This is an optimization exercise on Yosys and OpenROAD, whose aim is small area, a short achievable clock period and few clock cycles per item, not a production implementation. The RTL was checked by simulation tests, not by an equivalence proof against the original design.

==> run a <==
## mul_unit_top
module mul_unit_top
(
  input  logic        clk,
  input  logic        rst_n,
  input  logic        in_valid,
  output logic        in_ready,
  input  logic [31:0] in_a,
  input  logic [31:0] in_b,
  input  logic [7:0]  in_tag,
  output logic        out_valid,
  input  logic        out_ready,
  output logic [63:0] out_product,
  output logic [7:0]  out_tag
);
  mul_pipeline u_pipe (
    .clk         (clk),
    .rst_n       (rst_n),
    .in_valid    (in_valid),
    .in_ready    (in_ready),
    .in_a        (in_a),
    .in_b        (in_b),
    .in_tag      (in_tag),
    .out_valid   (out_valid),
    .out_ready   (out_ready),
    .out_product (out_product),
    .out_tag     (out_tag)
  );
endmodule
==> module mul_pipeline, before the edit <==
module mul_pipeline
(
  input  logic        clk,
  input  logic        rst_n,
  input  logic        in_valid,
  output logic        in_ready,
  input  logic [31:0] in_a,
  input  logic [31:0] in_b,
  input  logic [7:0]  in_tag,
  output logic        out_valid,
  input  logic        out_ready,
  output logic [63:0] out_product,
  output logic [7:0]  out_tag
);
  logic        sk_valid;
  logic [31:0] sk_a, sk_b;
  logic [7:0]  sk_tag;
  logic        s1_valid;
  logic [31:0] s1_a;
  logic [16:0] s1_one;
  logic [15:0] s1_two, s1_neg;
  logic [7:0]  s1_tag;
  logic [31:0] nx_b;
  logic [16:0] nx_one;
  logic [15:0] nx_two, nx_neg;
  logic        s2_valid;
  logic        s2_idle;     
  logic [63:0] s2_product;
  logic [7:0]  s2_tag;
  logic [63:0] product;
  logic        adv2, adv1, accept;
  logic        sk_next;
  logic        rdy_q;
  assign in_ready = rdy_q;
  assign accept   = in_valid && rdy_q;
  assign adv2     = s2_idle || out_ready;
  assign adv1     = !s1_valid || adv2;
  assign sk_next = adv1 ? 1'b0 : (sk_valid || accept);
  always_ff @(posedge clk or negedge rst_n) begin
    if (!rst_n) begin
      sk_valid <= 1'b0;
      rdy_q    <= 1'b0;
      s1_valid <= 1'b0;
      s2_valid <= 1'b0;
      s2_idle  <= 1'b1;
    end else begin
      sk_valid <= sk_next;
      rdy_q    <= !sk_next;
      if (adv1) s1_valid <= sk_valid || accept;
      if (adv2) begin
        s2_valid <= s1_valid;
        s2_idle  <= !s1_valid;
      end
    end
  end
  always_ff @(posedge clk) begin
    if (!sk_valid) begin
      sk_a   <= in_a;
      sk_b   <= in_b;
      sk_tag <= in_tag;
    end
  end
  assign nx_b = sk_valid ? sk_b : in_b;
  for (genvar i = 0; i < 16; i++) begin : g_enc
    logic hi, mid, lo;
    assign hi  = nx_b[2*i+1];
    assign mid = nx_b[2*i];
    if (i == 0) begin : g_first
      assign lo = 1'b0;
    end else begin : g_rest
      assign lo = nx_b[2*i-1];
    end
    assign nx_one[i] = mid ^ lo;
    assign nx_two[i] = (hi & !mid & !lo) | (!hi & mid & lo);
    assign nx_neg[i] = hi & !(mid & lo);
  end
  assign nx_one[16] = nx_b[31];
  always_ff @(posedge clk) begin
    if (adv1) begin
      s1_a   <= sk_valid ? sk_a   : in_a;
      s1_one <= nx_one;
      s1_two <= nx_two;
      s1_neg <= nx_neg;
      s1_tag <= sk_valid ? sk_tag : in_tag;
    end
  end
  mul_split u_mul (
    .a       (s1_a),
    .one     (s1_one),
    .two     (s1_two),
    .neg     (s1_neg),
    .product (product)
  );
  always_ff @(posedge clk) begin
    if (adv2) begin
      s2_product <= product;
      s2_tag     <= s1_tag;
    end
  end
  assign out_valid   = s2_valid;
  assign out_product = s2_product;
  assign out_tag     = s2_tag;
endmodule
clock: 26.0 ns
lec_check: 0
abc_clock_period_in_ps: 6000
cap_margin: 50
core_margin: 2
core_utilization: 65
gpl_timing_driven: 1
slew_margin: 60
synth_hierarchical: 1
standard.sh (not shown) runs the stock make flow with config.mk's settings and CLKGATE_MAP_FILE= SYNTH_SCRIPT=/design/flow/synth_recipe.tcl, a recipe that flattens the netlist after the stock synthesis.
==> flow/flow/run.sh <==
#!/bin/bash
# The standard layout, with plain buffers (buf_2) on the ports instead of
# the resizer's default pick, a delay cell. Everything else is the standard flow's own
# flow (standard.sh), run unchanged.
set -euo pipefail
export BUFFER_PORTS_ARGS="-buffer_cell sky130_fd_sc_hd__buf_2"
bash standard.sh finish > standard.log 2>&1
==> inputs of run b, as changes to run a <==
==> flow/flow/run.sh (replaced) <==
#!/bin/bash
set -euo pipefail
export BUFFER_PORTS_ARGS="-buffer_cell sky130_fd_sc_hd__buf_2"
export POST_RESIZE_TCL="$(pwd)/flow/rebuffer.tcl"
bash standard.sh finish > standard.log 2>&1
==> flow/flow/rebuffer.tcl (new file) <==
proc my_esc { name } {
  return [string map [list "\[" "\\\[" "\]" "\\\]"] $name]
}

proc my_rebuffer { cell } {
  set block [ord::get_db_block]
  set n 0
  foreach inst [$block getInsts] {
    set name [$inst getName]
    if { ![string match "u_pipe.s1_a*" $name] && ![string match "u_pipe.s1_one*" $name] \
         && ![string match "u_pipe.s1_two*" $name] && ![string match "u_pipe.s1_neg*" $name] } { continue }
    set qterm [$inst findITerm Q]
    if { $qterm == "NULL" } { continue }
    set net [$qterm getNet]
    if { $net == "NULL" } { continue }
    # strip buffers hanging off this net (repeatedly, for multi-level trees)
    for {set pass 0} {$pass < 4} {incr pass} {
      set bufs {}
      foreach it [$net getITerms] {
        set li [$it getInst]
        if { $li == $inst } { continue }
        set m [[$li getMaster] getName]
        if { [string match "sky130_fd_sc_hd__buf_*" $m] || [string match "sky130_fd_sc_hd__clkbuf_*" $m] } {
          set c [get_cells -quiet [$li getName]]
          if { [llength $c] == 1 } { lappend bufs $c }
        }
      }
      if { [llength $bufs] == 0 } { break }
      foreach b $bufs { remove_buffers $b }
    }
    set loads 0
    foreach it [$net getITerms] { if { [$it isInputSignal] } { incr loads } }
    if { $loads < 6 } { continue }
    set loc [$inst getLocation]
    set x [expr { [lindex $loc 0] / 1000.0 }]
    set y [expr { [lindex $loc 1] / 1000.0 }]
    insert_buffer -net [get_nets [$net getName]] -buffer_cell $cell -location [list $x $y]
    incr n
  }
  puts "my_rebuffer: buffered $n operand nets with $cell"
}

# Multiplier cells whose output net matches pattern and spans more than
# min_len_um (half perimeter of its pins) get the next drive strength up.
proc my_upsize_long { min_len_um pattern } {
  set block [ord::get_db_block]
  set dbu [$block getDbUnitsPerMicron]
  array set up {
    sky130_fd_sc_hd__nor2_1   sky130_fd_sc_hd__nor2_2
    sky130_fd_sc_hd__nand2_1  sky130_fd_sc_hd__nand2_2
    sky130_fd_sc_hd__o21ai_0  sky130_fd_sc_hd__o21ai_2
    sky130_fd_sc_hd__o21ai_1  sky130_fd_sc_hd__o21ai_2
    sky130_fd_sc_hd__a21oi_1  sky130_fd_sc_hd__a21oi_2
    sky130_fd_sc_hd__inv_1    sky130_fd_sc_hd__inv_2
    sky130_fd_sc_hd__clkinv_1 sky130_fd_sc_hd__clkinv_2
    sky130_fd_sc_hd__fa_1     sky130_fd_sc_hd__fa_2
    sky130_fd_sc_hd__ha_1     sky130_fd_sc_hd__ha_2
    sky130_fd_sc_hd__xnor2_1  sky130_fd_sc_hd__xnor2_2
    sky130_fd_sc_hd__xor2_1   sky130_fd_sc_hd__xor2_2
    sky130_fd_sc_hd__a22oi_1  sky130_fd_sc_hd__a22oi_2
  }
  set n 0
  foreach net [$block getNets] {
    if { ![string match $pattern [$net getName]] } { continue }
    set drv ""
    set xs {}
    set ys {}
    foreach it [$net getITerms] {
      set inst [$it getInst]
      set loc [$inst getLocation]
      lappend xs [lindex $loc 0]
      lappend ys [lindex $loc 1]
      if { [$it isOutputSignal] } { set drv $inst }
    }
    if { $drv == "" || [llength $xs] < 2 } { continue }
    set len [expr { ([tcl::mathfunc::max {*}$xs] - [tcl::mathfunc::min {*}$xs] + [tcl::mathfunc::max {*}$ys] - [tcl::mathfunc::min {*}$ys]) / double($dbu) }]
    if { $len < $min_len_um } { continue }
    set m [[$drv getMaster] getName]
    if { ![info exists up($m)] } { continue }
    replace_cell [get_cells [$drv getName]] $up($m)
    incr n
  }
  puts "my_upsize_long: upsized $n cells on $pattern nets over $min_len_um um"
}

# Each output port's buffer sits next to the register that drives it, so the
# register sees a short wire and the buffer drives the route to the pin.
proc my_pull_output_buffers { } {
  set block [ord::get_db_block]
  set n 0
  foreach bterm [$block getBTerms] {
    if { [$bterm getIoType] != "OUTPUT" } { continue }
    set pnet [$bterm getNet]
    if { $pnet == "NULL" } { continue }
    foreach it [$pnet getITerms] {
      if { ![$it isOutputSignal] } { continue }
      set buf [$it getInst]
      set inet [[$buf findITerm A] getNet]
      if { $inet == "NULL" } { continue }
      foreach dit [$inet getITerms] {
        if { ![$dit isOutputSignal] } { continue }
        set drv [$dit getInst]
        set loc [$drv getLocation]
        $buf setLocation [lindex $loc 0] [lindex $loc 1]
        incr n
      }
    }
  }
  puts "my_pull_output_buffers: moved $n output buffers"
}

my_rebuffer sky130_fd_sc_hd__buf_6
my_upsize_long 40 u_pipe.u_mul.k*
my_pull_output_buffers
- CAP_MARGIN: 50 -> 45
- CTS_CLUSTER_DIAMETER: unset -> 90
- CTS_CLUSTER_SIZE: unset -> 28
- SLEW_MARGIN: 60 -> 55
==> inputs of run c, as changes to run a <==
--- a/flow/design.v
+++ b/flow/design.v
@@ -2910,3 +2910,2 @@
   logic        s2_valid;
-  logic        s2_idle;     
   logic [63:0] s2_product;
@@ -2918,4 +2917,4 @@
   assign in_ready = rdy_q;
-  assign accept   = in_valid && rdy_q;
-  assign adv2     = s2_idle || out_ready;
+  assign accept   = in_valid && !sk_valid;
+  assign adv2     = !s2_valid || out_ready;
   assign adv1     = !s1_valid || adv2;
@@ -2925,6 +2924,5 @@
       sk_valid <= 1'b0;
-      rdy_q    <= 1'b0;
+      rdy_q    <= 1'b1;
       s1_valid <= 1'b0;
       s2_valid <= 1'b0;
-      s2_idle  <= 1'b1;
     end else begin
@@ -2933,6 +2931,3 @@
       if (adv1) s1_valid <= sk_valid || accept;
-      if (adv2) begin
-        s2_valid <= s1_valid;
-        s2_idle  <= !s1_valid;
-      end
+      if (adv2) s2_valid <= s1_valid;
     end
- CORE_UTILIZATION: 65 -> 50
- GPL_TIMING_DRIVEN: 1 -> unset
==> inputs of run d, as changes to run a <==
- CAP_MARGIN: 50 -> 40
- CORE_UTILIZATION: 65 -> 60
- SLEW_MARGIN: 60 -> 50
==> run notes <==
| item | run a | run d | run c | run b |
|---|---|---|---|---|
| Run status | finished clean | finished clean | finished clean | finished clean |
| CP Launch Point | u_pipe.s1_neg[0]$_DFFE_PP_ | u_pipe.s1_two[1]$_DFFE_PP_ | u_pipe.s1_neg[5]$_DFFE_PP_ | u_pipe.s2_product[43]$_DFFE_PP_ |
| CP bufs+invs | 2 | 1 | 2 | 1 |
| Critical path class | flip-flop to flip-flop | flip-flop to flip-flop | flip-flop to flip-flop | flip-flop to output pin |
| GRT met3 Usage | 0.193 | 0.157 | 0.119 | 0.179 |
| Crit path capture type | flip-flop | flip-flop | flip-flop | output pin |
| CP most frequent cell | fa_1 | fa_1 | fa_1 | - |
| Clk slew on worst S/H paths | 0.06 ns | 0.07 ns | 0.06 ns | 0.10 ns |
| Design Area, Final | 33600 sq um | 33400 sq um | 33700 sq um | 33400 sq um |
| Avg Cell Area, Syn | 11.2 sq um | 11.2 sq um | 11.2 sq um | 11.2 sq um |
| Area occupied by multi-input gates | 23600 sq um | 23600 sq um | 23600 sq um | 23700 sq um |
| Count of clock buffers in the final design | 35 | 37 | 33 | 18 |
| Area after detailed placement | 32600 sq um | 32500 sq um | 32700 sq um | 32800 sq um |
| Taps Inserted | 664 | 688 | 846 | 664 |
| Die area | 51100 sq um | 55200 sq um | 66000 sq um | 51100 sq um |
| Vias in the first global route | 26400 | 26200 | 26800 | 26700 |
| Final sequential cell count | 238 | 238 | 237 | 238 |
| Core area | 48700 sq um | 52700 sq um | 63200 sq um | 48700 sq um |
| Met2 track demand over resource in global routing | 0.620 | 0.569 | 0.541 | 0.621 |
| Arrival time of data at the critical path endpoint | 6.82 ns | 6.94 ns | 6.82 ns | 1.09 ns |
| Final-stage net count | 3500 | 3486 | 3482 | 3469 |
| Worst min-delay path startpoint | u_pipe.s1_tag[2]$_DFFE_PP_ | u_pipe.s1_tag[6]$_DFFE_PP_ | u_pipe.s1_tag[7]$_DFFE_PP_ | u_pipe.s1_tag[5]$_DFFE_PP_ |
| Antenna violations before repair | 1 | 0 | 2 | 0 |
| Final worst-path cycle share | 0.249 | 0.252 | 0.250 | 0.242 |
| Layout buffering overhead excluding clock cells | 0.0517 | 0.0456 | 0.0475 | 0.0526 |
Testbench counts of run a, summed over its fixed seeds: cycles 16,016, items 16,000.
Testbench counts of run b, summed over its fixed seeds: cycles 16,016, items 16,000.
Testbench counts of run c, summed over its fixed seeds: cycles 16,016, items 16,000.
Testbench counts of run d, summed over its fixed seeds: cycles 16,016, items 16,000.

[separate check: timing with driven ports]
Ports are ideal in the flow. The routed layouts listed here were re-timed in OpenROAD. Step 1, drivers: a clkbuf_16 drives clk and a buf_2 each remaining input, both assumed. Step 2 also shifts input and output timing later by t, the mid clock arrival at the registers, as if the neighbouring blocks saw the same clock. Three values: no drivers, after step 1, after step 2; two values: the first two.
run	t (ns)	slack for setup (ns)	worst register clock-pin slew, ns
run a	0.651	19.539 / 19.529 / 19.329	0.06 / 0.06
run b	0.586	19.713 / 19.656 / 19.382	0.10 / 0.10
run c	0.643	19.510 / 19.510 / 19.342	0.07 / 0.07
run d	0.661	19.440 / 19.440 / 19.411	0.07 / 0.07
After both steps every run listed still meets setup and hold. For run b, which loses most, drivers alone change the setup slack by -0.057 ns; drivers and shift together by -0.331 ns.
